Background: an optimization exercise with open tools, aiming at small area, a short achievable clock period and few clock cycles. Do not read the settings as production practice. In this exercise RTL edits were held to simulation tests only and were not proved equivalent to the original.

==> flow/design.v <==
`default_nettype none
package vrm_pkg;
    localparam int unsigned SEQ_W      = 64;
    localparam int unsigned TIME_W     = 64;
    localparam int unsigned HOST_W     = 63;
    localparam int unsigned ADV_W      = 31;
    localparam int unsigned RATE_W     = 32;
    localparam int unsigned VERDICT_W  = 3;
    localparam int unsigned PPM_W      = 20;
    localparam int unsigned WIN_W      = 40;
    localparam int unsigned SLEW_W     = 30;
    localparam int unsigned STREAK_W   = 8;
    localparam int unsigned MUL_W      = 32;
    localparam int unsigned CFG_IDX_W  = 3;
    localparam int unsigned CFG_DATA_W = 40;
    localparam logic REQ_SETUP  = 1'b0;
    localparam logic REQ_VBLANK = 1'b1;
    localparam logic [VERDICT_W-1:0] V_NONE      = 3'd0;
    localparam logic [VERDICT_W-1:0] V_IN_BAND   = 3'd1;
    localparam logic [VERDICT_W-1:0] V_CANDIDATE = 3'd2;
    localparam logic [VERDICT_W-1:0] V_CONFIRMED = 3'd3;
    localparam logic [VERDICT_W-1:0] V_DISCARDED = 3'd4;
    localparam logic [CFG_IDX_W-1:0] CFG_CLOCK_RATE   = 3'd0;
    localparam logic [CFG_IDX_W-1:0] CFG_WINDOW       = 3'd1;
    localparam logic [CFG_IDX_W-1:0] CFG_MISMATCH_MIN = 3'd2;
    localparam logic [CFG_IDX_W-1:0] CFG_MISMATCH_MAX = 3'd3;
    localparam logic [CFG_IDX_W-1:0] CFG_AGREE        = 3'd4;
    localparam logic [CFG_IDX_W-1:0] CFG_MAX_SLEW     = 3'd5;
    localparam logic [RATE_W-1:0] CLOCK_RATE_RST   = 32'd0;
    localparam logic [WIN_W-1:0]  WINDOW_RST       = 40'd5000000000;
    localparam logic [PPM_W-1:0]  MISMATCH_MIN_RST = 20'd300;
    localparam logic [PPM_W-1:0]  MISMATCH_MAX_RST = 20'd5000;
    localparam logic [PPM_W-1:0]  AGREE_RST        = 20'd100;
    localparam logic [SLEW_W-1:0] MAX_SLEW_RST     = 30'd1000000;
    localparam logic [MUL_W-1:0]    NS_PER_S    = 32'd1000000000;
    localparam logic [MUL_W-1:0]    PPM_SCALE   = 32'd1000000;
    localparam logic [ADV_W-1:0]    SEQ_ADV_MAX = 31'h7FFF_FFFF;
    localparam logic [RATE_W-1:0]   RATE_MAX    = 32'hFFFF_FFFF;
    localparam logic [STREAK_W-1:0] WARN_STREAK = 8'd3;
    localparam logic [STREAK_W-1:0] STREAK_MAX  = 8'hFF;
    typedef struct packed {
        logic              req_type;
        logic [SEQ_W-1:0]  vblank_seq;
        logic [TIME_W-1:0] vblank_time_ns;
        logic [HOST_W-1:0] host_time_ns;
    } vrm_req_t;
    typedef struct packed {
        logic [ADV_W-1:0]     seq_advance;
        logic [TIME_W-1:0]    corrected_time_ns;
        logic [VERDICT_W-1:0] verdict;
        logic [RATE_W-1:0]    measured_rate_q;
        logic                 streak_warning;
    } vrm_res_t;
    typedef struct packed {
        logic [RATE_W-1:0] clock_rate_q;
        logic [WIN_W-1:0]  window_ns;
        logic [PPM_W-1:0]  mismatch_min_ppm;
        logic [PPM_W-1:0]  mismatch_max_ppm;
        logic [PPM_W-1:0]  agree_ppm;
        logic [SLEW_W-1:0] max_slew_ns;
    } vrm_cfg_t;
endpackage
`default_nettype wire
`default_nettype none
module vrm_add #(parameter int W = 64)
(
    input  logic [W-1:0] a,
    input  logic [W-1:0] b,
    input  logic         ci,
    output logic [W-1:0] s,
    output logic         co
);
    localparam int L = $clog2(W);
    logic [W-1:0] g [0:2*L];
    logic [W-1:0] p [0:2*L];
    always_comb
    begin
        g[0] = a & b;
        p[0] = a ^ b;
        g[0][0] = (a[0] & b[0]) | (ci & (a[0] ^ b[0]));
        for (int l = 0; l < L; l++)
        begin
            g[l+1] = g[l];
            p[l+1] = p[l];
            for (int i = 0; i < W; i++)
                if (((i + 1) % (1 << (l + 1))) == 0)
                begin
                    g[l+1][i] = g[l][i] | (p[l][i] & g[l][i - (1 << l)]);
                    p[l+1][i] = p[l][i] & p[l][i - (1 << l)];
                end
        end
        for (int l = L - 1; l >= 1; l--)
        begin
            g[2*L-l] = g[2*L-l-1];
            p[2*L-l] = p[2*L-l-1];
            for (int i = 0; i < W; i++)
                if ((((i + 1) % (1 << l)) == (1 << (l - 1))) && (i >= (1 << l)))
                begin
                    g[2*L-l][i] = g[2*L-l-1][i] | (p[2*L-l-1][i] & g[2*L-l-1][i - (1 << (l - 1))]);
                    p[2*L-l][i] = p[2*L-l-1][i] & p[2*L-l-1][i - (1 << (l - 1))];
                end
        end
        s[0] = p[0][0] ^ ci;
        for (int i = 1; i < W; i++)
            s[i] = p[0][i] ^ g[2*L-1][i-1];
        co = g[2*L-1][W-1];
    end
endmodule
`default_nettype wire
`default_nettype none
module vblank_rate_monitor
(
    input  logic        clk,
    input  logic        rst_n,
    input  logic        in_valid,
    output logic        in_stall,
    input  logic        in_req_type,
    input  logic [63:0] in_vblank_seq,
    input  logic [63:0] in_vblank_time_ns,
    input  logic [62:0] in_host_time_ns,
    output logic        out_valid,
    input  logic        out_stall,
    output logic [30:0] out_seq_advance,
    output logic [63:0] out_corrected_time_ns,
    output logic [2:0]  out_verdict,
    output logic [31:0] out_measured_rate_q,
    output logic        out_streak_warning,
    input  logic        cfg_we,
    input  logic [2:0]  cfg_index,
    input  logic [39:0] cfg_data
);
    localparam logic [21:0] C_NS = 22'd3906250;    
    localparam logic [15:0] K1 = 16'd15625;       
    localparam logic [15:0] K2 = 16'd31250;
    localparam logic [15:0] K3 = 16'd46875;
    localparam logic [1:0] S_IDLE = 2'd0;
    localparam logic [1:0] S_MUL  = 2'd1;
    localparam logic [1:0] S_DIV  = 2'd2;
    localparam logic [1:0] S_FIN  = 2'd3;
    logic [31:0] clock_rate_q;
    logic [39:0] window_ns;
    logic [19:0] mismatch_min_ppm;
    logic [19:0] mismatch_max_ppm;
    logic [19:0] agree_ppm;
    logic [29:0] max_slew_ns;
    always_ff @(posedge clk or negedge rst_n)
    begin
        if (!rst_n)
        begin
            clock_rate_q     <= 32'd0;
            window_ns        <= 40'd5000000000;
            mismatch_min_ppm <= 20'd300;
            mismatch_max_ppm <= 20'd5000;
            agree_ppm        <= 20'd100;
            max_slew_ns      <= 30'd1000000;
        end
        else if (cfg_we)
        begin
            case (cfg_index)
                3'd0: clock_rate_q     <= cfg_data[31:0];
                3'd1: window_ns        <= cfg_data[39:0];
                3'd2: mismatch_min_ppm <= cfg_data[19:0];
                3'd3: mismatch_max_ppm <= cfg_data[19:0];
                3'd4: agree_ppm        <= cfg_data[19:0];
                3'd5: max_slew_ns      <= cfg_data[29:0];
                default:
                begin
                end
            endcase
        end
    end
    logic [1:0]  state;
    logic        running;
    logic [63:0] last_seq;
    logic [63:0] offset;
    logic [63:0] anchor_seq;
    logic [63:0] anchor_time;
    logic        anchor_valid;
    logic [31:0] pending;
    logic [7:0]  streak;
    logic        ir_type;
    logic [63:0] ir_seq;
    logic [63:0] ir_vt;
    logic [63:0] ir_hv;
    logic        out_valid_r;
    logic [30:0] adv_r;
    logic [63:0] cor_r;
    logic [2:0]  verdict_r;
    logic        warn_r;
    logic        rate_on;
    logic [63:0] rem_r;
    logic [31:0] q_r;
    logic [3:0]  cnt_r;
    logic [2:0]  chunk_r;
    logic        ovf_r;
    logic        first_r;
    logic [1:0]  pj_job;
    logic        pj_busy;
    logic        pj_cfg;
    logic [3:0]  pj_pos;
    logic [32:0] pj_q;
    logic [19:0] pj_r;
    logic [32:0] t_min;
    logic [32:0] t_max;
    logic        out_free;
    logic        consume;
    logic [63:0] hv_in;
    assign out_free = !out_valid_r || !out_stall;
    assign in_stall = (state != S_IDLE) || adj_r || !out_free || pj_cfg;
    assign consume  = in_valid && !in_stall;
    assign ir_type = in_req_type;
    assign ir_seq  = in_vblank_seq;
    assign ir_vt   = in_vblank_time_ns;
    assign ir_hv   = hv_in;
    vrm_add #(64) u_hv (.a({1'b0, in_host_time_ns}), .b(~in_vblank_time_ns), .ci(1'b1),
                        .s(hv_in), .co());
    logic        is_setup;
    logic        same_seq;
    logic        take;
    logic [63:0] d;
    logic        d_pos_big;
    logic        d_neg_big;
    logic        lo_gt;
    logic        lo_c;
    logic        adj_r;
    logic        adj_neg;
    logic [63:0] cor_sum;
    logic [63:0] adv_full;
    logic [63:0] dt;
    logic [63:0] n_full;
    logic [39:0] win;
    logic        dt_ge_win;
    logic        closes;
    logic        fast_n;
    logic [29:0] prod0;
    assign is_setup = (ir_type == 1'b0);
    assign same_seq = (ir_seq == last_seq);
    assign take     = consume && !is_setup && running && !same_seq;
    logic [63:0] d_s;
    logic [63:0] d_c;
    assign d_s = {1'b0, in_host_time_ns} ^ ~in_vblank_time_ns ^ ~offset;
    assign d_c = ({1'b0, in_host_time_ns} & ~in_vblank_time_ns)
               | ({1'b0, in_host_time_ns} & ~offset)
               | (~in_vblank_time_ns & ~offset);
    vrm_add #(64) u_d    (.a(d_s), .b({d_c[62:0], 1'b1}), .ci(1'b1), .s(d), .co());
    assign lo_gt = (d[29:0] > max_slew_ns);
    vrm_add #(30) u_lo (.a(d[29:0]), .b(max_slew_ns), .ci(1'b0), .s(), .co(lo_c));
    assign d_pos_big = !d[63] && ((|d[62:30]) || lo_gt);
    assign d_neg_big = d[63] && !(lo_c && (&d[62:30]));
    vrm_add #(64) u_adv (.a(ir_seq), .b(~last_seq), .ci(1'b1), .s(adv_full), .co());
    logic        vt_ge_at;
    vrm_add #(64) u_dt  (.a(ir_vt), .b(~anchor_time), .ci(1'b1), .s(dt), .co(vt_ge_at));
    vrm_add #(64) u_n   (.a(ir_seq), .b(~anchor_seq), .ci(1'b1), .s(n_full), .co());
    assign win       = (window_ns == 40'd0) ? 40'd1 : window_ns;
    logic [65:0] e_a;
    logic [65:0] e_b;
    logic [65:0] e_c;
    logic [65:0] e_s;
    logic [65:0] e_cy;
    logic [65:0] e;
    assign e_a  = {2'b0, ir_vt};
    assign e_b  = ~{2'b0, anchor_time};
    assign e_c  = ~{26'b0, win};
    assign e_s  = e_a ^ e_b ^ e_c;
    assign e_cy = (e_a & e_b) | (e_a & e_c) | (e_b & e_c);
    vrm_add #(66) u_e (.a(e_s), .b({e_cy[64:0], 1'b1}), .ci(1'b1), .s(e), .co());
    assign dt_ge_win = vt_ge_at ? !e[65] : !(e[65] && !e[64]);
    assign closes    = anchor_valid && dt_ge_win;
    assign fast_n    = (n_full[63:8] == 56'd0);
    logic [7:0] n_lo;
    assign n_lo = ir_seq[7:0] - anchor_seq[7:0];
    assign prod0     = chunk_p;
    logic [7:0]  chunk;
    logic [29:0] chunk_p;
    logic [21:0] acc_mid;
    logic        acc_c;
    logic [33:0] acc_hi;
    logic [63:0] acc_next;
    logic        ovf_next;
    always_comb
    begin
        case ((state == S_MUL) ? chunk_r : 3'd6)
            3'd6:    chunk = n_lo;
            3'd5:    chunk = anchor_seq[47:40];
            3'd4:    chunk = anchor_seq[39:32];
            3'd3:    chunk = anchor_seq[31:24];
            3'd2:    chunk = anchor_seq[23:16];
            3'd1:    chunk = anchor_seq[15:8];
            default: chunk = anchor_seq[7:0];
        endcase
    end
    assign chunk_p = chunk * C_NS;
    vrm_add #(22) u_acc (.a(rem_r[21:0]), .b(chunk_p[29:8]), .ci(1'b0), .s(acc_mid), .co(acc_c));
    assign acc_hi   = rem_r[55:22] + {33'b0, acc_c};
    assign acc_next = {acc_hi, acc_mid, chunk_p[7:0]};
    assign ovf_next = ovf_r || (|rem_r[63:56]) || (acc_c && (&rem_r[55:22]));
    logic [64:0] s1_t;
    logic        s1_c;
    logic        s1_ge;
    logic [63:0] s1_r;
    logic [64:0] s2_t;
    logic        s2_c;
    logic        s2_ge;
    logic [63:0] s2_r;
    logic        sat_now;
    vrm_add #(65) u_s1 (.a({rem_r, 1'b0}), .b(~{1'b0, anchor_time}), .ci(1'b1), .s(s1_t), .co(s1_c));
    assign s1_ge = s1_c;
    assign s1_r  = s1_ge ? s1_t[63:0] : {rem_r[62:0], 1'b0};
    vrm_add #(65) u_s2 (.a({s1_r, 1'b0}), .b(~{1'b0, anchor_time}), .ci(1'b1), .s(s2_t), .co(s2_c));
    assign s2_ge = s2_c;
    assign s2_r  = s2_ge ? s2_t[63:0] : {s1_r[62:0], 1'b0};
    assign sat_now = first_r && (ovf_r || (rem_r >= anchor_time));
    logic [31:0] rate;
    logic [32:0] dc;
    logic [31:0] xc;
    logic [32:0] dp;
    logic [31:0] xp;
    logic        discard;
    logic        in_band;
    logic        agree;
    logic [7:0]  streak_inc;
    logic        fin_go;
    logic        fin_cmp;
    logic        fin_cand;
    assign rate = q_r;
    vrm_add #(33) u_dc (.a({1'b0, rate}), .b(~{1'b0, clock_rate_q}), .ci(1'b1), .s(dc), .co());
    vrm_add #(33) u_dp (.a({1'b0, rate}), .b(~{1'b0, pending}), .ci(1'b1), .s(dp), .co());
    logic [32:0] pj_qm1;
    assign xc = dc[32] ? ~dc[31:0] : dc[31:0];
    assign xp = dp[32] ? ~dp[31:0] : dp[31:0];
    assign pj_qm1  = pj_q - 33'd1;
    assign discard = dc[32] ? ({1'b0, xc} >= t_max) : ({1'b0, xc} > t_max);
    assign in_band = dc[32] ? ({1'b0, xc} < t_min) : ({1'b0, xc} <= t_min);
    assign agree   = dp[32] ? ((pj_q != 33'd0)
                               && (({1'b0, xp} < pj_qm1) || (({1'b0, xp} == pj_qm1) && (pj_r != 20'd0))))
                            : (({1'b0, xp} < pj_q) || (({1'b0, xp} == pj_q) && (pj_r != 20'd0)));
    assign streak_inc = (streak == 8'hFF) ? streak : streak + 8'd1;
    assign fin_go   = (state == S_FIN) && !pj_busy && out_free;
    assign fin_cmp  = fin_go && (clock_rate_q != 32'd0);
    assign fin_cand = fin_cmp && !discard && !in_band && ((pending == 32'd0) || !agree);
    always_ff @(posedge clk or negedge rst_n)
    begin
        if (!rst_n)
        begin
            state        <= S_IDLE;
            running      <= 1'b0;
            last_seq     <= 64'd0;
            offset       <= 64'd0;
            adj_r        <= 1'b0;
            anchor_valid <= 1'b0;
            pending      <= 32'd0;
            streak       <= 8'd0;
            out_valid_r  <= 1'b0;
        end
        else
        begin
            if (!out_stall)
                out_valid_r <= 1'b0;
            if (adj_r)
            begin
                adj_r  <= 1'b0;
                offset <= cor_sum;
                if (state == S_IDLE)
                    out_valid_r <= 1'b1;
            end
            case (state)
                S_IDLE:
                begin
                    if (consume && is_setup)
                    begin
                        running      <= 1'b1;
                        last_seq     <= ir_seq;
                        offset       <= ir_hv;
                        anchor_valid <= 1'b0;
                        pending      <= 32'd0;
                    end
                    else if (take)
                    begin
                        if (!d_pos_big && !d_neg_big)
                            offset <= ir_hv;
                        adj_r        <= d_pos_big || d_neg_big;
                        last_seq     <= ir_seq;
                        anchor_valid <= 1'b1;
                        if (closes)
                            state <= fast_n ? S_DIV : S_MUL;
                        else if (!d_pos_big && !d_neg_big)
                            out_valid_r <= 1'b1;
                    end
                end
                S_MUL:
                begin
                    if (chunk_r == 3'd0)
                        state <= S_DIV;
                end
                S_DIV:
                begin
                    if (sat_now || cnt_r == 4'd15)
                        state <= S_FIN;
                end
                default:
                begin
                    if (fin_go)
                    begin
                        state       <= S_IDLE;
                        out_valid_r <= 1'b1;
                        if (fin_cmp)
                        begin
                            if (discard)
                            begin
                                streak  <= streak_inc;
                                pending <= 32'd0;
                            end
                            else if (in_band)
                            begin
                                pending <= 32'd0;
                                streak  <= 8'd0;
                            end
                            else if (pending == 32'd0 || !agree)
                            begin
                                pending <= rate;
                            end
                            else
                            begin
                                streak  <= 8'd0;
                                running <= 1'b0;
                            end
                        end
                    end
                end
            endcase
        end
    end
    always_ff @(posedge clk)
    begin
        case (state)
            S_IDLE:
            begin
                if (take)
                begin
                    adv_r     <= (|adv_full[63:31]) ? 31'h7FFF_FFFF : adv_full[30:0];
                    cor_r     <= ir_vt;
                    adj_neg   <= d_neg_big;
                    verdict_r <= 3'd0;
                    warn_r    <= 1'b0;
                    rate_on   <= 1'b0;
                    if (!anchor_valid)
                    begin
                        anchor_seq  <= ir_seq;
                        anchor_time <= ir_vt;
                    end
                    else if (closes)
                    begin
                        anchor_seq  <= n_full;
                        anchor_time <= dt;
                    end
                    ovf_r   <= |n_full[63:48];
                    rem_r   <= fast_n ? {34'b0, prod0} : 64'd0;
                    chunk_r <= 3'd5;
                    cnt_r   <= 4'd0;
                    first_r <= 1'b1;
                end
            end
            S_MUL:
            begin
                chunk_r <= chunk_r - 3'd1;
                rem_r   <= acc_next;
                ovf_r   <= ovf_next;
            end
            S_DIV:
            begin
                first_r <= 1'b0;
                rem_r   <= s2_r;
                cnt_r   <= cnt_r + 4'd1;
                if (sat_now)
                begin
                    q_r     <= 32'hFFFF_FFFF;
                    rate_on <= 1'b1;
                end
                else
                begin
                    q_r <= {q_r[29:0], s1_ge, s2_ge};
                    if (cnt_r == 4'd15)
                        rate_on <= 1'b1;
                end
            end
            default:
            begin
                if (fin_go)
                begin
                    anchor_seq  <= last_seq;
                    anchor_time <= cor_r;
                end
                if (fin_cmp)
                begin
                    if (discard)
                    begin
                        verdict_r <= 3'd4;
                        warn_r    <= (streak_inc == 8'd3);
                    end
                    else if (in_band)
                        verdict_r <= 3'd1;
                    else if (pending == 32'd0 || !agree)
                        verdict_r <= 3'd2;
                    else
                        verdict_r <= 3'd3;
                end
            end
        endcase
    end
    logic        pj_ld;        
    logic        pj_fold;      
    logic [31:0] pj_opr;
    logic [3:0]  pj_v;
    logic [19:0] pj_m;
    logic [7:0]  pj_s1;
    logic [15:0] pj_t1;
    logic [1:0]  pj_k1;
    logic [13:0] pj_h1;
    logic [19:0] pj_r1;
    logic [7:0]  pj_s2;
    logic [15:0] pj_t2;
    logic [1:0]  pj_k2;
    logic [13:0] pj_h2;
    logic [19:0] pj_r2;
    logic [32:0] pj_qf;
    always_comb
    begin
        case (pj_job)
            2'd0:    pj_m = mismatch_min_ppm;
            2'd1:    pj_m = mismatch_max_ppm;
            default: pj_m = agree_ppm;
        endcase
        pj_s1  = {1'b0, pj_r[5:0], 1'b0} + (pj_opr[31] ? {2'b0, pj_m[5:0]} : 8'd0);
        pj_t1  = {1'b0, pj_r[19:6], 1'b0} + (pj_opr[31] ? {2'b0, pj_m[19:6]} : 16'd0)
               + {14'b0, pj_s1[7:6]};
        if (pj_t1 >= K3)
        begin
            pj_k1 = 2'd3;
            pj_h1 = 14'(pj_t1 - K3);
        end
        else if (pj_t1 >= K2)
        begin
            pj_k1 = 2'd2;
            pj_h1 = 14'(pj_t1 - K2);
        end
        else if (pj_t1 >= K1)
        begin
            pj_k1 = 2'd1;
            pj_h1 = 14'(pj_t1 - K1);
        end
        else
        begin
            pj_k1 = 2'd0;
            pj_h1 = pj_t1[13:0];
        end
        pj_r1 = {pj_h1, pj_s1[5:0]};
        pj_s2  = {1'b0, pj_r1[5:0], 1'b0} + (pj_opr[30] ? {2'b0, pj_m[5:0]} : 8'd0);
        pj_t2  = {1'b0, pj_r1[19:6], 1'b0} + (pj_opr[30] ? {2'b0, pj_m[19:6]} : 16'd0)
               + {14'b0, pj_s2[7:6]};
        if (pj_t2 >= K3)
        begin
            pj_k2 = 2'd3;
            pj_h2 = 14'(pj_t2 - K3);
        end
        else if (pj_t2 >= K2)
        begin
            pj_k2 = 2'd2;
            pj_h2 = 14'(pj_t2 - K2);
        end
        else if (pj_t2 >= K1)
        begin
            pj_k2 = 2'd1;
            pj_h2 = 14'(pj_t2 - K1);
        end
        else
        begin
            pj_k2 = 2'd0;
            pj_h2 = pj_t2[13:0];
        end
        pj_r2 = {pj_h2, pj_s2[5:0]};
        pj_qf = {pj_q[30:0], 2'b0} + {29'b0, pj_v};
    end
    logic pj_step;
    assign pj_step = pj_busy && !pj_ld && !pj_fold;
    always_ff @(posedge clk or negedge rst_n)
    begin
        if (!rst_n)
        begin
            pj_busy <= 1'b0;
            pj_cfg  <= 1'b0;
            pj_ld   <= 1'b0;
            pj_fold <= 1'b0;
            pj_job  <= 2'd0;
            pj_pos  <= 4'd15;
        end
        else if (cfg_we)
        begin
            pj_busy <= 1'b1;
            pj_cfg  <= 1'b1;
            pj_ld   <= 1'b1;
            pj_fold <= 1'b0;
            pj_job  <= 2'd0;
        end
        else if (fin_cand)
        begin
            pj_busy <= 1'b1;
            pj_ld   <= 1'b0;
            pj_fold <= 1'b0;
            pj_job  <= 2'd2;
            pj_pos  <= 4'd15;
        end
        else if (pj_ld)
        begin
            pj_ld  <= 1'b0;
            pj_pos <= 4'd15;
        end
        else if (pj_fold)
        begin
            pj_fold <= 1'b0;
            if (pj_job == 2'd2)
            begin
                pj_busy <= 1'b0;
                pj_cfg  <= 1'b0;
            end
            else
            begin
                pj_job <= pj_job + 2'd1;
                pj_ld  <= 1'b1;
            end
        end
        else if (pj_busy)
        begin
            pj_pos <= pj_pos - 4'd1;
            if (pj_pos == 4'd0)
                pj_fold <= 1'b1;
        end
    end
    always_ff @(posedge clk)
    begin
        if (fin_cand || pj_ld)
        begin
            pj_q   <= 33'd0;
            pj_r   <= 20'd0;
            pj_v   <= 4'd0;
            pj_opr <= fin_cand ? rate : ((pj_job == 2'd2) ? pending : clock_rate_q);
        end
        else if (pj_fold)
        begin
            pj_q <= pj_qf;
            pj_v <= 4'd0;
            if (pj_job == 2'd0)
                t_min <= pj_qf;
            if (pj_job == 2'd1)
                t_max <= pj_qf;
        end
        else if (pj_step)
        begin
            pj_q   <= pj_qf;
            pj_v   <= {1'b0, pj_k1, 1'b0} + {2'b0, pj_k2};
            pj_r   <= pj_r2;
            pj_opr <= {pj_opr[29:0], 2'b0};
        end
    end
    assign out_valid             = out_valid_r;
    assign out_seq_advance       = adv_r;
    vrm_add #(64) u_cor (.a(adj_r ? (adj_neg ? ~{34'b0, max_slew_ns} : {34'b0, max_slew_ns}) : cor_r),
                         .b(offset), .ci(adj_r && adj_neg), .s(cor_sum), .co());
    assign out_corrected_time_ns = cor_sum;
    assign out_verdict           = verdict_r;
    assign out_measured_rate_q   = rate_on ? q_r : 32'd0;
    assign out_streak_warning    = warn_r;
endmodule
`default_nettype wire
==> flow/run.sh <==
#!/bin/bash
# synth_recipe.tcl (not shown) runs the flow's synth.tcl, then flattens the netlist and writes it again
# the make line also repeats each setting of config.mk as NAME=value (left out here)
make -C /OpenROAD-flow-scripts/flow DESIGN_CONFIG=/design/flow/config.mk WORK_HOME=/design/flow/orfs CLKGATE_MAP_FILE= SYNTH_SCRIPT=/design/flow/synth_recipe.tcl finish
==> flow/config.mk <==
export PLATFORM = sky130hd
export DESIGN_NAME = vblank_rate_monitor
export DESIGN_NICKNAME = vblank_rate_monitor
export VERILOG_FILES = /design/flow/design.v
export SDC_FILE = /design/flow/constraint.sdc
export NUM_CORES = 4
export LEC_CHECK = 0
export CAP_MARGIN = 20
export CORE_MARGIN = 2
export CORE_UTILIZATION = 55
export SETUP_SLACK_MARGIN = 3
export SLEW_MARGIN = 20
==> flow/constraint.sdc <==
create_clock -name core_clock -period 12.0 [get_ports {clk}]
set_input_delay 2.4000 -clock core_clock [delete_from_list [all_inputs] [get_ports {clk}]]
set_output_delay 2.4000 -clock core_clock [all_outputs]
set_load 0.01 [all_outputs]
==> results of run 1 <==
==> final timing paths <==
path / start / end / slack (ns) / cells after the start
hold reg to reg: pj_r[6]$_SDFFE_PN0P_ / pj_r[6]$_SDFFE_PN0P_ / 0.49 / 2
min in group asynchronous: rst_n / offset[53]$_DFF_PN0_ / 1.59 / 1
max in group asynchronous: rst_n / streak[4]$_DFFE_PN0P_ / 8.43 / 3
setup / recovery: in_vblank_seq[0] / rem_r[34]$_DFFE_PP_ / 1.75 / 42
setup reg to reg: state[1]$_DFFE_PN0P_ / rem_r[34]$_DFFE_PP_ / 2.35 / 43
hold / removal: pj_r[6]$_SDFFE_PN0P_ / pj_r[6]$_SDFFE_PN0P_ / 0.49 / 2
==> metrics by stage <==
stage / setup slack, ns / utilization [%] / instances
after detailed placement: 0.108 / 59.6 / 11000
after floorplan: 1.44 / - / 8786
after global placement: 0.239 / 59.6 / 11000
final: 1.75 / 64.3 / 11400
after global routing: 1.44 / 64.3 / 11400
after CTS: 1.88 / 63.5 / 11300
==> tightest hold or removal path, delay by kind of cell (launching register included) <==
| kind | cells | cell delay [ns] |
|---|---|---|
| AOI/OAI and AO/OA | 1 | 0.05 |
| DFF | 1 | 0.32 |
| and+or+nand+nor | 1 | 0.06 |
==> cell usage in the layout (no fill, tap or decap), drive strengths merged, types with 25 or more instances in the layout <==
cell           netlist  final
ha                1085   1085
inv               1057   1061
nand2              668    668
a21oi              610    610
o21ai              534    534
nor2               464    464
fa                 455    455
edfxtp             432    432
a21o               370    370
xnor2              357    357
clkdlybuf4s50        0    340
dfrtp              312    312
buf                 48    283
mux2i              239    239
xor2               202    202
clkbuf             212    163
nand4              155    155
mux2               152    152
nand3              130    130
nor3                99     99
and2                97     97
o21a                93     93
nand2b              82     82
nor4                81     81
o21bai              71     71
a211oi              64     64
nor2b               62     62
dfxtp               57     57
a22oi               55     55
and3                48     48
o211ai              47     47
dfstp               34     34
a31oi               33     33
o22ai               28     28
or3                 26     26
and4                25     25
==> layout make-up <==
class | count | area (µm²) | area share [%]
Tap cell | 2016 | 2520 | 2.62
Clock buffer | 156 | 3100 | 3.23
Inverter | 1064 | 4050 | 4.21
Antenna cell | 2 | 5.00 | 0.00521
Sequential cell | 835 | 22800 | 23.7
Multi-Input combinational cell | 6627 | 57000 | 59.2
Clock inverter | 39 | 523 | 0.544
Timing Repair Buffer | 653 | 6160 | 6.41
==> cells by family (layout without fill, tap and decap cells) <==
family,count (synthesis),after routing,share of synthesized area (%)
AOI/OAI and AO/OA,2137,2137,16.4
and+or+nand+nor,2000,2000,11.6
adders and majority gates,1540,1540,27.4
buffers and inverters,1324,1912,6.07
DFF,835,835,27.6
xor gates and xnor gates,559,559,5.93
muxes,391,391,4.96
other,0,2,0
==> layer usage <==
layer  share of wire (%)  vias to the layer above
met5               0.035                        -
met4                 4.2                       14
met3                 6.4                      501
met2                  47                     2296
met1                  43                    33500
li1                    -                    31900
==> registers in the layout, indices dropped and copies added (netlist names), 33 cells and up <==
register	flops
cor_r	64
rem_r	64
window_ns	40
anchor_seq	64
last_seq	64
offset	64
t_min	33
t_max	33
pj_q	33
anchor_time	64
==> timing repair <==
action                                  CTS  global route
pin swaps                               143           128
endpoints found under the setup margin  149           135
resized for setup                       287           130
buffers inserted                        123            63
cloned                                    3             2
==> summary.md, run 1 <==
| Metric | Value |
|---|---|
| Worst-Skew Late Latency | `0.74 ns` |
| Number of remaining DRC errors | `0` |
| Filler Cell Count | `12,600` |
| CP arrival | `10.73 ns` |
| Post-Syn Instances | `8,786` |
| CP endpoint kind | `flip-flop` |
| Startpoint Class | `input pin` |
| RSZ-0062 raised after global routing | `yes` |
| Die Wd | `392 µm` |
| Async set or reset register ratio after synthesis | `41.4%` |
| YS warnings | `19` |
| Per-cell routed wire length | `23.6 µm` |
| Leading post-synthesis cells by cell area | `ha_1, edfxtp_1, fa_1, dfrtp_1, inv_1` |
| WS Path Type | `input pin to flip-flop` |
| Seq/Total Area, Yosys | `27.6%` |
| Hold buffers post-CTS | `0` |
| Critical path's slowest cell | `fa_1` |
| Fmax | `0.0975 GHz` |
| Crit path time final | `10.25 ns` |
| DRT Wirelength | `269 mm` |
| Endpoints failing setup | `0` |
| Max-Cap Viols | `0` |
| Post-synth top flop | `edfxtp_1` |
| Pins Over Slew Limit | `0` |
| Post-synth top area share | `16.4%` |
| Req. time, crit path | `12.47 ns` |
| M2 GR Usage | `56.6%` |
| Port bufs | `372` |
| Die ar. | `0.153 mm²` |
| Die H | `392 µm` |
| Placer's final routability congestion estimate | `0.953` |
| Final Hold Vio Count | `0` |
| Area delta synth->final | `16.3%` |
| Met3 usage | `4.90%` |
| Core Region | `0.150 mm²` |
| DP HPWL | `208 mm` |
| Maximum level of the CTS H-tree | `3` |
| Crit share post-route | `85.4%` |
| Cell family with most CP delay | `adder cells` |
| Vias | `68,300` |
| Grt total ovfl | `0` |
| Post-synth EDFFs | `432` |
| Row Count | `142` |
| Final nets | `11,100` |
| #FFs+latches synth | `835` |
| Mapped Area | `0.0827 mm²` |
| Global-route wire length before repair | `409 mm` |
| Most numerous cell in the Yosys netlist | `ha_1` |
| Hold slack | `0.487 ns` |
| Worst slew margin | `18.4%` |
| Clock Tree Buf Depth | `3` |
| Post-synth cell types | `109` |
| Cell taking the most area after synthesis | `ha_1` |
| Clock slew at reported path FFs | `0.07 ns` |
| Number of global-route vias before repair | `67,700` |
| # IOs | `373` |
| Antenna viol nets, final | `0` |
| Initial antenna violation count | `13` |
| Worst path most repeated cell | `ha_4` |
| Synth cell count leaders | `ha_1, inv_1, nand2_1, a21oi_1, nor2_1` |
| TritonCTS clock tree | `done` |
| Global-route track usage on met1 | `46.7%` |
| TNS Setup | `0 ns` |
| Final clock skew | `0.0374 ns` |
| Syn nets | `10,600` |
| HP Class | `flip-flop to flip-flop` |
| Busiest metal layer after global routing | `met2` |
| Layout cells sized above 1 | `10.7%` |
| Total GRT Usage | `34.6%` |
| Drt pass-1 iters | `6` |
| Avg Cell Area, Syn | `9.41 µm²` |
| Worst Max-Slew Pin Slew | `1.22 ns` |
| Worst Path Max Fanout | `5` |
| Final instance area | `0.0961 mm²` |
| Root Buffer | `clkbuf_16` |
| Post-DP Area | `0.0892 mm²` |
| Starting Density | `55.3%` |
| Buf+Inv Stages, Crit Path | `9` |
| Num CTS Buffers | `104` |
| Status | `no timing/DRC/antenna violations` |
| Starting DRC count in detailed routing | `5,248` |
| Via density | `5.99` |
| Slowest stage delay, CP | `0.54 ns` |
| Clock sink total | `835` |
| Largest net degree at the start of global routing | `108` |
Testbench counts, summed over its fixed seeds: cycles 18,116.
==> run 2, diff against run 1 <==
--- a/flow/design.v
+++ b/flow/design.v
@@ -108,6 +108,51 @@
 endmodule
 `default_nettype wire
 `default_nettype none
+module vrm_div4
+(
+    input  logic [29:0] r,
+    input  logic [29:0] d,
+    input  logic [31:0] d3,
+    output logic [1:0]  q,
+    output logic [29:0] rn
+);
+    logic [31:0] w;
+    logic [31:0] t1;
+    logic [31:0] t2;
+    logic [31:0] t3;
+    logic        ge1;
+    logic        ge2;
+    logic        ge3;
+    assign w = {r, 2'b00};
+    vrm_add #(32) u_t1 (.a(w), .b(~{2'b0, d}), .ci(1'b1), .s(t1), .co(ge1));
+    vrm_add #(32) u_t2 (.a(w), .b(~{1'b0, d, 1'b0}), .ci(1'b1), .s(t2), .co(ge2));
+    vrm_add #(32) u_t3 (.a(w), .b(~d3), .ci(1'b1), .s(t3), .co(ge3));
+    always_comb
+    begin
+        if (ge3)
+        begin
+            q  = 2'd3;
+            rn = t3[29:0];
+        end
+        else if (ge2)
+        begin
+            q  = 2'd2;
+            rn = t2[29:0];
+        end
+        else if (ge1)
+        begin
+            q  = 2'd1;
+            rn = t1[29:0];
+        end
+        else
+        begin
+            q  = 2'd0;
+            rn = w[29:0];
+        end
+    end
+endmodule
+`default_nettype wire
+`default_nettype none
 module vblank_rate_monitor
 (
     input  logic        clk,
@@ -190,10 +235,13 @@
     logic        rate_on;
     logic [63:0] rem_r;
     logic [31:0] q_r;
-    logic [3:0]  cnt_r;
-    logic [2:0]  chunk_r;
+    logic [4:0]  cnt_r;
+    logic [5:0]  chunk_r;
+    logic [29:0] chunk_p;
     logic        ovf_r;
     logic        first_r;
+    logic        narrow_r;     
+    logic [31:0] d3_r;         
     logic [1:0]  pj_job;
     logic        pj_busy;
     logic        pj_cfg;
@@ -270,46 +318,53 @@
     logic [7:0] n_lo;
     assign n_lo = ir_seq[7:0] - anchor_seq[7:0];
     assign prod0     = chunk_p;
-    logic [7:0]  chunk;
-    logic [29:0] chunk_p;
-    logic [21:0] acc_mid;
+    logic        mbit;
+    logic [21:0] acc_lo;
     logic        acc_c;
-    logic [33:0] acc_hi;
+    logic [41:0] acc_hi;
     logic [63:0] acc_next;
     logic        ovf_next;
-    always_comb
-    begin
-        case ((state == S_MUL) ? chunk_r : 3'd6)
-            3'd6:    chunk = n_lo;
-            3'd5:    chunk = anchor_seq[47:40];
-            3'd4:    chunk = anchor_seq[39:32];
-            3'd3:    chunk = anchor_seq[31:24];
-            3'd2:    chunk = anchor_seq[23:16];
-            3'd1:    chunk = anchor_seq[15:8];
-            default: chunk = anchor_seq[7:0];
-        endcase
-    end
-    assign chunk_p = chunk * C_NS;
-    vrm_add #(22) u_acc (.a(rem_r[21:0]), .b(chunk_p[29:8]), .ci(1'b0), .s(acc_mid), .co(acc_c));
-    assign acc_hi   = rem_r[55:22] + {33'b0, acc_c};
-    assign acc_next = {acc_hi, acc_mid, chunk_p[7:0]};
-    assign ovf_next = ovf_r || (|rem_r[63:56]) || (acc_c && (&rem_r[55:22]));
+    assign chunk_p  = n_lo * C_NS;
+    assign mbit     = anchor_seq[chunk_r];
+    vrm_add #(22) u_acc (.a({rem_r[20:0], 1'b0}), .b(mbit ? C_NS : 22'd0), .ci(1'b0), .s(acc_lo), .co(acc_c));
+    assign acc_hi   = rem_r[62:21] + {41'b0, acc_c};
+    assign acc_next = {acc_hi, acc_lo};
+    assign ovf_next = ovf_r || rem_r[63] || (acc_c && (&rem_r[62:21]));
     logic [64:0] s1_t;
     logic        s1_c;
     logic        s1_ge;
     logic [63:0] s1_r;
-    logic [64:0] s2_t;
-    logic        s2_c;
-    logic        s2_ge;
-    logic [63:0] s2_r;
     logic        sat_now;
     vrm_add #(65) u_s1 (.a({rem_r, 1'b0}), .b(~{1'b0, anchor_time}), .ci(1'b1), .s(s1_t), .co(s1_c));
     assign s1_ge = s1_c;
     assign s1_r  = s1_ge ? s1_t[63:0] : {rem_r[62:0], 1'b0};
-    vrm_add #(65) u_s2 (.a({s1_r, 1'b0}), .b(~{1'b0, anchor_time}), .ci(1'b1), .s(s2_t), .co(s2_c));
-    assign s2_ge = s2_c;
-    assign s2_r  = s2_ge ? s2_t[63:0] : {s1_r[62:0], 1'b0};
     assign sat_now = first_r && (ovf_r || (rem_r >= anchor_time));
+    logic [1:0]  n4_q1;
+    logic [29:0] n4_r1;
+    logic [1:0]  n4_q2;
+    logic [29:0] n4_r2;
+    vrm_div4 u_n4a (.r(rem_r[29:0]), .d(anchor_time[29:0]), .d3(d3_r), .q(n4_q1), .rn(n4_r1));
+    vrm_div4 u_n4b (.r(n4_r1), .d(anchor_time[29:0]), .d3(d3_r), .q(n4_q2), .rn(n4_r2));
+    logic        div_last;
+    assign div_last = narrow_r ? (cnt_r == 5'd7) : (cnt_r == 5'd31);
+    logic [31:0] t3_a;
+    logic [31:0] t3_b;
+    logic [31:0] t3_c;
+    logic [31:0] t3_d;
+    logic [31:0] t3_s1;
+    logic [31:0] t3_c1;
+    logic [31:0] t3_s2;
+    logic [31:0] t3_c2;
+    logic [31:0] d3;
+    assign t3_a  = ir_vt[31:0];
+    assign t3_b  = {ir_vt[30:0], 1'b0};
+    assign t3_c  = ~anchor_time[31:0];
+    assign t3_d  = ~{anchor_time[30:0], 1'b0};
+    assign t3_s1 = t3_a ^ t3_b ^ t3_c;
+    assign t3_c1 = (t3_a & t3_b) | (t3_a & t3_c) | (t3_b & t3_c);
+    assign t3_s2 = t3_s1 ^ {t3_c1[30:0], 1'b0} ^ t3_d;
+    assign t3_c2 = (t3_s1 & {t3_c1[30:0], 1'b0}) | (t3_s1 & t3_d) | ({t3_c1[30:0], 1'b0} & t3_d);
+    vrm_add #(32) u_d3 (.a(t3_s2), .b({t3_c2[30:0], 1'b1}), .ci(1'b1), .s(d3), .co());
     logic [31:0] rate;
     logic [32:0] dc;
     logic [31:0] xc;
@@ -389,12 +444,12 @@
                 end
                 S_MUL:
                 begin
-                    if (chunk_r == 3'd0)
+                    if (chunk_r == 6'd0)
                         state <= S_DIV;
                 end
                 S_DIV:
                 begin
-                    if (sat_now || cnt_r == 4'd15)
+                    if (sat_now || div_last)
                         state <= S_FIN;
                 end
                 default:
@@ -455,22 +510,24 @@
                     end
                     ovf_r   <= |n_full[63:48];
                     rem_r   <= fast_n ? {34'b0, prod0} : 64'd0;
-                    chunk_r <= 3'd5;
-                    cnt_r   <= 4'd0;
+                    chunk_r <= 6'd47;
+                    cnt_r   <= 5'd0;
                     first_r <= 1'b1;
+                    narrow_r <= (dt[63:30] == 34'd0);
+                    d3_r     <= d3;
                 end
             end
             S_MUL:
             begin
-                chunk_r <= chunk_r - 3'd1;
+                chunk_r <= chunk_r - 6'd1;
                 rem_r   <= acc_next;
                 ovf_r   <= ovf_next;
             end
             S_DIV:
             begin
                 first_r <= 1'b0;
-                rem_r   <= s2_r;
-                cnt_r   <= cnt_r + 4'd1;
+                rem_r   <= narrow_r ? {34'b0, n4_r2} : s1_r;
+                cnt_r   <= cnt_r + 5'd1;
                 if (sat_now)
                 begin
                     q_r     <= 32'hFFFF_FFFF;
@@ -478,8 +535,8 @@
                 end
                 else
                 begin
-                    q_r <= {q_r[29:0], s1_ge, s2_ge};
-                    if (cnt_r == 4'd15)
+                    q_r <= narrow_r ? {q_r[27:0], n4_q1, n4_q2} : {q_r[30:0], s1_ge};
+                    if (div_last)
                         rate_on <= 1'b1;
                 end
             end
==> run 2 against run 1 <==
Still clean. Die area increased by 11%. Critical path depth increased by 3. Utilization is 1.5 points lower. Via count is 11% higher. Fmax is 13% higher. Synthesized cell count is 9.7% higher. Sequential share of layout area decreased by 0.65 points. Critical endpoint is now pj_r[13]$_SDFFE_PN0P_.
==> summary.md, run 2 <==
| Metric | Value |
|---|---|
| Largest net degree at the start of global routing | `154 (was 108)` |
| DP HPWL | `238 mm (was 208 mm)` |
| Drt pass-1 iters | `6 (unchanged)` |
| Worst Path Max Fanout | `4 (was 5)` |
| Total GRT Usage | `35.5% (was 34.6%)` |
| Post-synth top flop | `edfxtp_1 (unchanged)` |
| Die ar. | `0.170 mm² (was 0.153 mm²)` |
| Num CTS Buffers | `108 (was 104)` |
| Vias | `75,500 (was 68,300)` |
| Placed cells | `12,000 (was 11,000)` |
| Final Non-Filler Cells | `12,400 (was 11,400)` |
| Core Region | `0.165 mm² (was 0.150 mm²)` |
| Antenna viol nets, final | `0 (unchanged)` |
| Clock Tree Buf Depth | `3 (unchanged)` |
| Most frequent cells in the layout | `ha_1, inv_1, a21oi_1, nor2_1, nand2_1 (was ha_1, inv_1, nand2_1, a21oi_1, nor2_1)` |
| YS warnings | `23 (was 19)` |
| Maximum level of the CTS H-tree | `3 (unchanged)` |
| Cell taking the most area after synthesis | `ha_1 (unchanged)` |
| Placer's final routability congestion estimate | `0.974 (was 0.953)` |
| Port bufs | `372 (unchanged)` |
| Final nets | `12,100 (was 11,100)` |
| Worst-Skew Late Latency | `0.79 ns (was 0.74 ns)` |
| Final Hold Vio Count | `0 (unchanged)` |
| Clock slew at reported path FFs | `0.06 ns (was 0.07 ns)` |
| TritonCTS clock tree | `done (unchanged)` |
| Syn nets | `11,700 (was 10,600)` |
| Area delta synth->final | `13.3% (was 16.3%)` |
| Row Count | `149 (was 142)` |
| Grt total ovfl | `0 (unchanged)` |
| Status | `no timing/DRC/antenna violations (unchanged)` |
| Most common cell after layout, fill and taps aside | `ha_1 (unchanged)` |
| Post-Syn Instances | `9,639 (was 8,786)` |
| Post-synth top area share | `16.4% (about the same)` |
| Finished Core Util | `62.8% (was 64.3%)` |
| Synth cell count leaders | `ha_1, inv_1, a21oi_1, nor2_1, nand2_1 (was ha_1, inv_1, nand2_1, a21oi_1, nor2_1)` |
| Clock sink total | `872 (was 835)` |
| Worst path most repeated cell | `a21o_1 (was ha_4)` |
| Starting Density | `55.4% (was 55.3%)` |
| HP Class | `flip-flop to flip-flop (unchanged)` |
| Root Buffer | `clkbuf_16 (unchanged)` |
| Number of global-route vias before repair | `75,400 (was 67,700)` |
| Final clock skew | `0.0498 ns (was 0.0374 ns)` |
| Crit share post-route | `75.8% (was 85.4%)` |
| Max-Cap Viols | `0 (unchanged)` |
| Most numerous cell in the Yosys netlist | `ha_1 (unchanged)` |
| Die H | `412 µm (was 392 µm)` |
| Hold buffers post-CTS | `0 (unchanged)` |
| Per-cell routed wire length | `24.6 µm (was 23.6 µm)` |
| # IOs | `373 (unchanged)` |
| Critical path's slowest cell | `fa_1 (unchanged)` |
| Req. time, crit path | `12.62 ns (was 12.47 ns)` |
| Worst Max-Slew Pin Slew | `1.14 ns (was 1.22 ns)` |
| Pins Over Slew Limit | `0 (unchanged)` |
| Post-synth cell types | `107 (was 109)` |
| Startpoint Class | `flip-flop (was input pin)` |
| Via density | `6.12 (was 5.99)` |
| Initial antenna violation count | `12 (was 13)` |
| Async set or reset register ratio after synthesis | `39.7% (was 41.4%)` |
| Slowest stage delay, CP | `0.48 ns (was 0.54 ns)` |
| #FFs+latches synth | `872 (was 835)` |
| TNS Setup | `0 ns (unchanged)` |
| CP arrival | `9.71 ns (was 10.73 ns)` |
| Die Wd | `412 µm (was 392 µm)` |
| WS Path Type | `flip-flop to flip-flop (was input pin to flip-flop)` |
| RSZ-0062 raised after global routing | `yes (unchanged)` |
| Starting DRC count in detailed routing | `6,697 (was 5,248)` |
| Global-route wire length before repair | `461 mm (was 409 mm)` |
| Post-synth EDFFs | `469 (was 432)` |
| Number of remaining DRC errors | `0 (unchanged)` |
| Avg Cell Area, Syn | `9.49 µm² (was 9.41 µm²)` |
| Mapped Area | `0.0915 mm² (was 0.0827 mm²)` |
| Hold slack | `0.488 ns (was 0.487 ns)` |
| Crit path time final | `9.09 ns (was 10.25 ns)` |
| Fmax | `0.110 GHz (was 0.0975 GHz)` |
| Filler Cell Count | `14,200 (was 12,600)` |
| DRT Wirelength | `303 mm (was 269 mm)` |
| Seq/Total Area, Yosys | `26.1% (was 27.6%)` |
| Endpoints failing setup | `0 (unchanged)` |
| Layout cells sized above 1 | `8.42% (was 10.7%)` |
| CP endpoint kind | `flip-flop (unchanged)` |
| Leading post-synthesis cells by cell area | `ha_1, edfxtp_1, fa_1, dfrtp_1, inv_1 (unchanged)` |
| Worst slew margin | `24.0% (was 18.4%)` |
-- run 2: cell count changes in the layout (fill, tap and decap cells not counted), sizes merged, moves of 75 or more --
cell,before,now
nor2,464,617
a21oi,610,734
fa,455,574
ha,1085,1199
xor2,202,281
inv,1061,1138
buf,283,208
-- run 2: stage by stage --
step | worst slack, ns | instance area [µm²]
floorplan | 3.02 | 91600
global placement | 0.935 | 98000
detailed placement | 0.847 | 98000
CTS | 2.98 | 103000
global route | 2.56 | 104000
finish | 2.91 | 104000
-- run 2: final cells by class --
cell class | count | area (µm²) | share of cell area, %
inverter | 1138 | 4280 | 4.13
antenna | 5 | 12.5 | 0.0121
tap | 2189 | 2740 | 2.64
timing repair buffer | 579 | 5520 | 5.32
clock buffer | 152 | 3100 | 2.99
clock inverter | 54 | 611 | 0.589
sequential | 872 | 23900 | 23.1
multi-input combinational | 7361 | 63500 | 61.2
-- run 2: metal layers --
| layer | vias to the layer above | wire length (µm) | global-route usage [%] |
|---|---|---|---|
| li1 | 34900 | - | - |
| met1 | 37300 | 132000 | 49.3 |
| met2 | 2715 | 137000 | 56.1 |
| met3 | 539 | 22100 | 5.92 |
| met4 | 16 | 11900 | 12.3 |
| met5 | - | 111 | 0 |
-- run 2: repair_timing --
action,4_1_cts,5_1_grt
endpoints found under the setup margin,132,114
gates cloned,1,1
buffers inserted,68,37
pin swaps,44,66
resized for setup,106,142
-- run 2: logic make-up after synthesis --
family          share of synthesized area [%]
simple gates                             11.1
compound gates                           16.6
xor+xnor                                 5.93
flops                                    26.1
buf+inv                                  5.81
mux                                      5.43
fa+ha+maj                                29.0
-- run 2: path summary, 6_finish.rpt --
check	startpoint	end	slack [ns]	depth (start not counted)
worst max-delay path	pj_job[0]$_DFFE_PN0P_	pj_r[13]$_SDFFE_PN0P_	2.91	45
worst min-delay path	pj_pos[3]$_DFFE_PN1P_	pj_pos[3]$_DFFE_PN1P_	0.49	2
worst max register to register	pj_job[0]$_DFFE_PN0P_	pj_r[13]$_SDFFE_PN0P_	2.91	45
worst min register to register	pj_pos[3]$_DFFE_PN1P_	pj_pos[3]$_DFFE_PN1P_	0.49	2
max in group asynchronous	rst_n	last_seq[38]$_DFFE_PN0P_	8.44	3
min in group asynchronous	rst_n	offset[14]$_DFF_PN0_	1.60	1
-- run 2: worst max-delay path, delay by kind of cell (launching register included) --
kind                       cells  cell delay (ns)
and+or+nand+nor                9             1.35
buffers and inverters          6             0.74
DFF                            1             0.42
adders and majority gates      8             2.58
AOI/OAI and AO/OA             19             3.43
xor gates and xnor gates       3             0.39
Testbench counts of run 2, summed over its fixed seeds: cycles 12,399.
==> run 3, diff against run 2 <==
--- a/flow/design.v
+++ b/flow/design.v
@@ -153,6 +153,53 @@
 endmodule
 `default_nettype wire
 `default_nettype none
+module vrm_ppmcs
+(
+    input  logic [22:0] rs,
+    input  logic [22:0] rc,
+    input  logic        b,
+    input  logic [19:0] m,
+    output logic [1:0]  k,
+    output logic [22:0] rs_n,
+    output logic [22:0] rc_n
+);
+    logic [22:0] a1;
+    logic [22:0] a2;
+    logic [22:0] a3;
+    logic [22:0] ts;
+    logic [22:0] tc;
+    logic [5:0]  e;
+    logic [22:0] neg;
+    always_comb
+    begin
+        a1 = {rs[21:0], 1'b0};
+        a2 = {rc[21:0], 1'b0};
+        a3 = b ? {3'b0, m} : 23'd0;
+        ts = a1 ^ a2 ^ a3;
+        tc = {((a1[21:0] & a2[21:0]) | (a1[21:0] & a3[21:0]) | (a2[21:0] & a3[21:0])), 1'b0};
+        e  = ts[22:17] + tc[22:17];
+        if (e[5])
+            k = 2'd0;
+        else if (e >= 6'd23)
+            k = 2'd3;
+        else if (e >= 6'd16)
+            k = 2'd2;
+        else if (e >= 6'd8)
+            k = 2'd1;
+        else
+            k = 2'd0;
+        case (k)
+            2'd3:    neg = 23'(-23'sd3000000);
+            2'd2:    neg = 23'(-23'sd2000000);
+            2'd1:    neg = 23'(-23'sd1000000);
+            default: neg = 23'd0;
+        endcase
+        rs_n = ts ^ tc ^ neg;
+        rc_n = {((ts[21:0] & tc[21:0]) | (ts[21:0] & neg[21:0]) | (tc[21:0] & neg[21:0])), 1'b0};
+    end
+endmodule
+`default_nettype wire
+`default_nettype none
 module vblank_rate_monitor
 (
     input  logic        clk,
@@ -175,9 +222,6 @@
     input  logic [39:0] cfg_data
 );
     localparam logic [21:0] C_NS = 22'd3906250;    
-    localparam logic [15:0] K1 = 16'd15625;       
-    localparam logic [15:0] K2 = 16'd31250;
-    localparam logic [15:0] K3 = 16'd46875;
     localparam logic [1:0] S_IDLE = 2'd0;
     localparam logic [1:0] S_MUL  = 2'd1;
     localparam logic [1:0] S_DIV  = 2'd2;
@@ -247,7 +291,7 @@
     logic        pj_cfg;
     logic [3:0]  pj_pos;
     logic [32:0] pj_q;
-    logic [19:0] pj_r;
+    logic        pj_nz;
     logic [32:0] t_min;
     logic [32:0] t_max;
     logic        out_free;
@@ -387,8 +431,8 @@
     assign discard = dc[32] ? ({1'b0, xc} >= t_max) : ({1'b0, xc} > t_max);
     assign in_band = dc[32] ? ({1'b0, xc} < t_min) : ({1'b0, xc} <= t_min);
     assign agree   = dp[32] ? ((pj_q != 33'd0)
-                               && (({1'b0, xp} < pj_qm1) || (({1'b0, xp} == pj_qm1) && (pj_r != 20'd0))))
-                            : (({1'b0, xp} < pj_q) || (({1'b0, xp} == pj_q) && (pj_r != 20'd0)));
+                               && (({1'b0, xp} < pj_qm1) || (({1'b0, xp} == pj_qm1) && pj_nz)))
+                            : (({1'b0, xp} < pj_q) || (({1'b0, xp} == pj_q) && pj_nz));
     assign streak_inc = (streak == 8'hFF) ? streak : streak + 8'd1;
     assign fin_go   = (state == S_FIN) && !pj_busy && out_free;
     assign fin_cmp  = fin_go && (clock_rate_q != 32'd0);
@@ -566,20 +610,24 @@
     end
     logic        pj_ld;        
     logic        pj_fold;      
-    logic [31:0] pj_opr;
-    logic [3:0]  pj_v;
+    logic [32:0] pj_opr;
+    logic [4:0]  pj_v;
+    logic [22:0] pj_rs;
+    logic [22:0] pj_rc;
     logic [19:0] pj_m;
-    logic [7:0]  pj_s1;
-    logic [15:0] pj_t1;
+    logic [19:0] pj_mr;
     logic [1:0]  pj_k1;
-    logic [13:0] pj_h1;
-    logic [19:0] pj_r1;
-    logic [7:0]  pj_s2;
-    logic [15:0] pj_t2;
     logic [1:0]  pj_k2;
-    logic [13:0] pj_h2;
-    logic [19:0] pj_r2;
+    logic [1:0]  pj_k3;
+    logic [22:0] pj_s1;
+    logic [22:0] pj_c1;
+    logic [22:0] pj_s2;
+    logic [22:0] pj_c2;
+    logic [22:0] pj_s3;
+    logic [22:0] pj_c3;
     logic [32:0] pj_qf;
+    logic [22:0] pj_rf;
+    logic        pj_corr;
     always_comb
     begin
         case (pj_job)
@@ -587,56 +635,13 @@
             2'd1:    pj_m = mismatch_max_ppm;
             default: pj_m = agree_ppm;
         endcase
-        pj_s1  = {1'b0, pj_r[5:0], 1'b0} + (pj_opr[31] ? {2'b0, pj_m[5:0]} : 8'd0);
-        pj_t1  = {1'b0, pj_r[19:6], 1'b0} + (pj_opr[31] ? {2'b0, pj_m[19:6]} : 16'd0)
-               + {14'b0, pj_s1[7:6]};
-        if (pj_t1 >= K3)
-        begin
-            pj_k1 = 2'd3;
-            pj_h1 = 14'(pj_t1 - K3);
-        end
-        else if (pj_t1 >= K2)
-        begin
-            pj_k1 = 2'd2;
-            pj_h1 = 14'(pj_t1 - K2);
-        end
-        else if (pj_t1 >= K1)
-        begin
-            pj_k1 = 2'd1;
-            pj_h1 = 14'(pj_t1 - K1);
-        end
-        else
-        begin
-            pj_k1 = 2'd0;
-            pj_h1 = pj_t1[13:0];
-        end
-        pj_r1 = {pj_h1, pj_s1[5:0]};
-        pj_s2  = {1'b0, pj_r1[5:0], 1'b0} + (pj_opr[30] ? {2'b0, pj_m[5:0]} : 8'd0);
-        pj_t2  = {1'b0, pj_r1[19:6], 1'b0} + (pj_opr[30] ? {2'b0, pj_m[19:6]} : 16'd0)
-               + {14'b0, pj_s2[7:6]};
-        if (pj_t2 >= K3)
-        begin
-            pj_k2 = 2'd3;
-            pj_h2 = 14'(pj_t2 - K3);
-        end
-        else if (pj_t2 >= K2)
-        begin
-            pj_k2 = 2'd2;
-            pj_h2 = 14'(pj_t2 - K2);
-        end
-        else if (pj_t2 >= K1)
-        begin
-            pj_k2 = 2'd1;
-            pj_h2 = 14'(pj_t2 - K1);
-        end
-        else
-        begin
-            pj_k2 = 2'd0;
-            pj_h2 = pj_t2[13:0];
-        end
-        pj_r2 = {pj_h2, pj_s2[5:0]};
-        pj_qf = {pj_q[30:0], 2'b0} + {29'b0, pj_v};
+        pj_qf = {pj_q[29:0], 3'b0} + {28'b0, pj_v};
     end
+    vrm_ppmcs u_pj1 (.rs(pj_rs), .rc(pj_rc), .b(pj_opr[32]), .m(pj_mr), .k(pj_k1), .rs_n(pj_s1), .rc_n(pj_c1));
+    vrm_ppmcs u_pj2 (.rs(pj_s1), .rc(pj_c1), .b(pj_opr[31]), .m(pj_mr), .k(pj_k2), .rs_n(pj_s2), .rc_n(pj_c2));
+    vrm_ppmcs u_pj3 (.rs(pj_s2), .rc(pj_c2), .b(pj_opr[30]), .m(pj_mr), .k(pj_k3), .rs_n(pj_s3), .rc_n(pj_c3));
+    vrm_add #(23) u_pjf (.a(pj_rs), .b(pj_rc), .ci(1'b0), .s(pj_rf), .co());
+    assign pj_corr = (pj_rf >= 23'd1000000);
     logic pj_step;
     assign pj_step = pj_busy && !pj_ld && !pj_fold;
     always_ff @(posedge clk or negedge rst_n)
@@ -648,7 +653,7 @@
             pj_ld   <= 1'b0;
             pj_fold <= 1'b0;
             pj_job  <= 2'd0;
-            pj_pos  <= 4'd15;
+            pj_pos  <= 4'd10;
         end
         else if (cfg_we)
         begin
@@ -664,12 +669,12 @@
             pj_ld   <= 1'b0;
             pj_fold <= 1'b0;
             pj_job  <= 2'd2;
-            pj_pos  <= 4'd15;
+            pj_pos  <= 4'd10;
         end
         else if (pj_ld)
         begin
             pj_ld  <= 1'b0;
-            pj_pos <= 4'd15;
+            pj_pos <= 4'd10;
         end
         else if (pj_fold)
         begin
@@ -697,25 +702,28 @@
         if (fin_cand || pj_ld)
         begin
             pj_q   <= 33'd0;
-            pj_r   <= 20'd0;
-            pj_v   <= 4'd0;
-            pj_opr <= fin_cand ? rate : ((pj_job == 2'd2) ? pending : clock_rate_q);
+            pj_rs  <= 23'd0;
+            pj_rc  <= 23'd0;
+            pj_v   <= 5'd0;
+            pj_mr  <= fin_cand ? agree_ppm : pj_m;
+            pj_opr <= {1'b0, fin_cand ? rate : ((pj_job == 2'd2) ? pending : clock_rate_q)};
         end
         else if (pj_fold)
         begin
-            pj_q <= pj_qf;
-            pj_v <= 4'd0;
+            pj_q  <= pj_qf + {32'b0, pj_corr};
+            pj_nz <= (pj_rf != 23'd0) && (pj_rf != 23'd1000000);
             if (pj_job == 2'd0)
-                t_min <= pj_qf;
+                t_min <= pj_qf + {32'b0, pj_corr};
             if (pj_job == 2'd1)
-                t_max <= pj_qf;
+                t_max <= pj_qf + {32'b0, pj_corr};
         end
         else if (pj_step)
         begin
             pj_q   <= pj_qf;
-            pj_v   <= {1'b0, pj_k1, 1'b0} + {2'b0, pj_k2};
-            pj_r   <= pj_r2;
-            pj_opr <= {pj_opr[29:0], 2'b0};
+            pj_v   <= {1'b0, pj_k1, 2'b0} + {2'b0, pj_k2, 1'b0} + {3'b0, pj_k3};
+            pj_rs  <= pj_s3;
+            pj_rc  <= pj_c3;
+            pj_opr <= {pj_opr[29:0], 3'b0};
         end
     end
     assign out_valid             = out_valid_r;
==> run 3 against run 2 <==
Still clean. Synthesized cell count grew 2.6%. Clock skew shrank 0.011 ns. Global-route usage shrank 0.44 points. Via count grew 1.4%.
==> summary.md, run 3 <==
| Metric | Value |
|---|---|
| Detailed-route wire length on metal 1 | `125 mm (was 132 mm)` |
| Num CTS Buffers | `112 (was 108)` |
| Worst slew margin | `21.6% (was 24.0%)` |
| Most numerous cell in the Yosys netlist | `inv_1 (was ha_1)` |
| Initial antenna violation count | `8 (was 12)` |
| # IOs | `373 (unchanged)` |
| Post-synth cell types | `109 (was 107)` |
| RR Endpoint | `pj_rs[13]$_SDFFE_PN0P_ (was pj_r[13]$_SDFFE_PN0P_)` |
| Async set or reset register ratio after synthesis | `37.7% (was 39.7%)` |
| Syn nets | `12,000 (was 11,700)` |
| Area delta synth->final | `12.6% (was 13.3%)` |
| Hold buffers post-CTS | `0 (unchanged)` |
| Hold Startpoint | `pj_rs[19]$_SDFFE_PN0P_ (was pj_pos[3]$_DFFE_PN1P_)` |
| RSZ-0062 raised after global routing | `yes (unchanged)` |
| Worst r2r path cells | `42 (was 45)` |
| Placer's final routability congestion estimate | `0.953 (was 0.974)` |
| Core Region | `0.172 mm² (was 0.165 mm²)` |
| Max-Cap Viols | `0 (unchanged)` |
| Slowest stage delay, CP | `0.60 ns (was 0.48 ns)` |
| Post-synthesis mux area share | `5.22% (was 5.43%)` |
| Final Hold Vio Count | `0 (unchanged)` |
| Status | `no timing/DRC/antenna violations (unchanged)` |
| Per-cell routed wire length | `24.4 µm (was 24.6 µm)` |
| Post-DP Area | `0.101 mm² (was 0.0980 mm²)` |
| Detail Route met3 WL | `17.5 mm (was 22.1 mm)` |
| Synth cell count leaders | `inv_1, ha_1, a21oi_1, fa_1, nand2_1 (was ha_1, inv_1, a21oi_1, nor2_1, nand2_1)` |
| Number of global-route vias before repair | `77,700 (was 75,400)` |
| Worst path most repeated cell | `fa_1 (was a21o_1)` |
| TNS Setup | `0 ns (unchanged)` |
| Clock sink total | `918 (was 872)` |
| Largest family of logic cells by synthesized area | `adder cells (unchanged)` |
| Starting DRC count in detailed routing | `6,185 (was 6,697)` |
| Xor and xnor fraction of the mapped netlist area | `5.86% (was 5.93%)` |
| Antenna viol nets, final | `0 (unchanged)` |
| CP arrival | `9.91 ns (was 9.71 ns)` |
| Worst Path Max Fanout | `4 (unchanged)` |
| Filler Cell Count | `14,600 (was 14,200)` |
| Min-Delay Endpoint | `pj_rs[19]$_SDFFE_PN0P_ (was pj_pos[3]$_DFFE_PN1P_)` |
| Pins Over Slew Limit | `0 (unchanged)` |
| Reg-to-Reg Start | `pj_mr[18]$_DFFE_PN_ (was pj_job[0]$_DFFE_PN0P_)` |
| Crit path time final | `9.20 ns (was 9.09 ns)` |
| Clock Tree Buf Depth | `3 (unchanged)` |
| Finished Core Util | `62.4% (was 62.8%)` |
| Final clock skew | `0.0385 ns (was 0.0498 ns)` |
| HP Class | `flip-flop to flip-flop (unchanged)` |
| Leading post-synthesis cells by cell area | `ha_1, edfxtp_1, fa_1, dfrtp_1, inv_1 (unchanged)` |
| Post-Syn Instances | `9,894 (was 9,639)` |
| Layout cells sized above 1 | `8.34% (was 8.42%)` |
| Maximum level of the CTS H-tree | `3 (unchanged)` |
| Most frequent cells in the layout | `inv_1, ha_1, a21oi_1, nand2_1, fa_1 (was ha_1, inv_1, a21oi_1, nor2_1, nand2_1)` |
| Drt pass-1 iters | `6 (unchanged)` |
| Avg Cell Area, Syn | `9.62 µm² (was 9.49 µm²)` |
| FF/Latch Area | `0.0251 mm² (was 0.0239 mm²)` |
| Mapped Area | `0.0951 mm² (was 0.0915 mm²)` |
| Total GRT Usage | `35.0% (was 35.5%)` |
| #FFs+latches synth | `918 (was 872)` |
| Grt total ovfl | `0 (unchanged)` |
| WS Path Type | `flip-flop to flip-flop (unchanged)` |
| TritonCTS clock tree | `done (unchanged)` |
| CP endpoint kind | `flip-flop (unchanged)` |
| Die Wd | `420 µm (was 412 µm)` |
| Die ar. | `0.176 mm² (was 0.170 mm²)` |
| Post-synth top flop | `edfxtp_1 (unchanged)` |
| Adder-cell share of the synthesized area | `29.7% (was 29.0%)` |
| Post-Synth Simple-Gate Area | `11.0% (was 11.1%)` |
| Final nets | `12,400 (was 12,100)` |
| Startpoint Class | `flip-flop (unchanged)` |
| Seq/Total Area, Yosys | `26.3% (was 26.1%)` |
| Post-synth EDFFs | `490 (was 469)` |
| DRT Wirelength | `309 mm (was 303 mm)` |
run 3: changes by cell type after synthesis, sizes merged, moves of 29 or more:
| cell | before | now |
|---|---|---|
| fa | 574 | 668 |
| inv | 1135 | 1218 |
| nand2 | 596 | 663 |
| a21o | 440 | 388 |
| nor2 | 617 | 577 |
| a21oi | 734 | 698 |
| xnor2 | 339 | 372 |
| buf | 49 | 78 |
run 3: metrics by stage:
step           cells  setup WS [ns]
6_report       12700           2.80
2_1_floorplan   9894           2.88
5_1_grt        12700           2.53
3_5_place_dp   12400           1.44
3_3_place_gp   12400           1.51
4_1_cts        12700           3.00
run 3: worst max path at each step:
stage                                  from                      to  slack, ns  cells past startpoint
floorplan           pj_opr[32]$_SDFFE_PN0P_    pj_v[3]$_SDFFE_PN0P_       2.88                     49
global placement    pj_opr[32]$_SDFFE_PN0P_    pj_v[3]$_SDFFE_PN0P_       1.51                     48
detailed placement  pj_opr[32]$_SDFFE_PN0P_   pj_rs[8]$_SDFFE_PN0P_       1.44                     41
CTS                    in_vblank_time_ns[8]    offset[30]$_DFF_PN0_       3.00                     24
global route            pj_mr[18]$_DFFE_PN_   pj_rs[6]$_SDFFE_PN0P_       2.53                     44
finish                  pj_mr[18]$_DFFE_PN_  pj_rs[13]$_SDFFE_PN0P_       2.80                     42
run 3: per-layer routing:
metal | GRT usage [%] | vias to the layer above
met5 | 0 | -
met4 | 16.5 | 4
met3 | 4.06 | 631
met2 | 59.6 | 2561
met1 | 44.5 | 37800
li1 | - | 35600
run 3: critical path: cells and delay by family, from the launching register on:
kind,cells,cell delay [ns]
buffers and inverters,10,0.84
adders and majority gates,14,5.00
AOI/OAI and AO/OA,10,1.53
and+or+nand+nor,5,0.68
xor gates and xnor gates,3,0.62
DFF,1,0.43
run 3: area by class of cell:
| class | instances | area share [%] |
|---|---|---|
| Sequential cell | 918 | 23.4 |
| Tap cell | 2310 | 2.70 |
| Multi-Input combinational cell | 7453 | 60.7 |
| Timing Repair Buffer | 582 | 5.18 |
| Inverter | 1222 | 4.31 |
| Antenna cell | 4 | 0.00934 |
| Clock buffer | 146 | 2.98 |
| Clock inverter | 68 | 0.715 |
run 3: cell families after synthesis:
logic type | Yosys count
AO/OA/AOI/OAI | 2336
multiplexers | 450
buffers and inverters | 1523
XOR/XNOR | 637
adder cells (fa/ha/maj) | 1860
AND/OR/NAND/NOR | 2170
flip-flops | 918
run 3: timing repair:
item                                   CTS  global route
cloned                                   2             0
setup endpoints to repair              137           307
gates resized for setup                 85           120
pin swaps                               55            84
setup buffers                           75            39
endpoints found under the hold margin    0             0
Testbench counts of run 3, summed over its fixed seeds: cycles 11,317.

## afterwards: timing with drivers on the ports
The results above use ideal ports. As a check the final layouts listed here were re-extracted and re-timed, cells and wires unchanged.
Step 1 assumes that a clkbuf_16 drives the clock port and a buf_2 every other input.
Step 2 moves the port delays by t, midway between the first and last clock arrival at a register: inputs arrive t later, outputs are due t later. That takes back most of the time a late clock gives input paths.
Slacks: ideal / step 1 / step 2; pairs: ideal / step 1.
| run | shift t [ns] | slack for setup (ns) | slew at the worst register clock pin (ns) |
|---|---|---|---|
| run 1 | 0.807 | 1.746 / 1.764 / 0.957 | 0.07 / 0.07 |
| run 2 | 0.861 | 2.910 / 2.910 / 2.418 | 0.07 / 0.07 |
| run 3 | 0.851 | 2.800 / 2.800 / 2.396 | 0.07 / 0.07 |
After both steps every run listed still meets setup and hold. For run 1, which loses most, drivers alone change the setup slack by +0.018 ns; drivers and shift together by -0.789 ns.
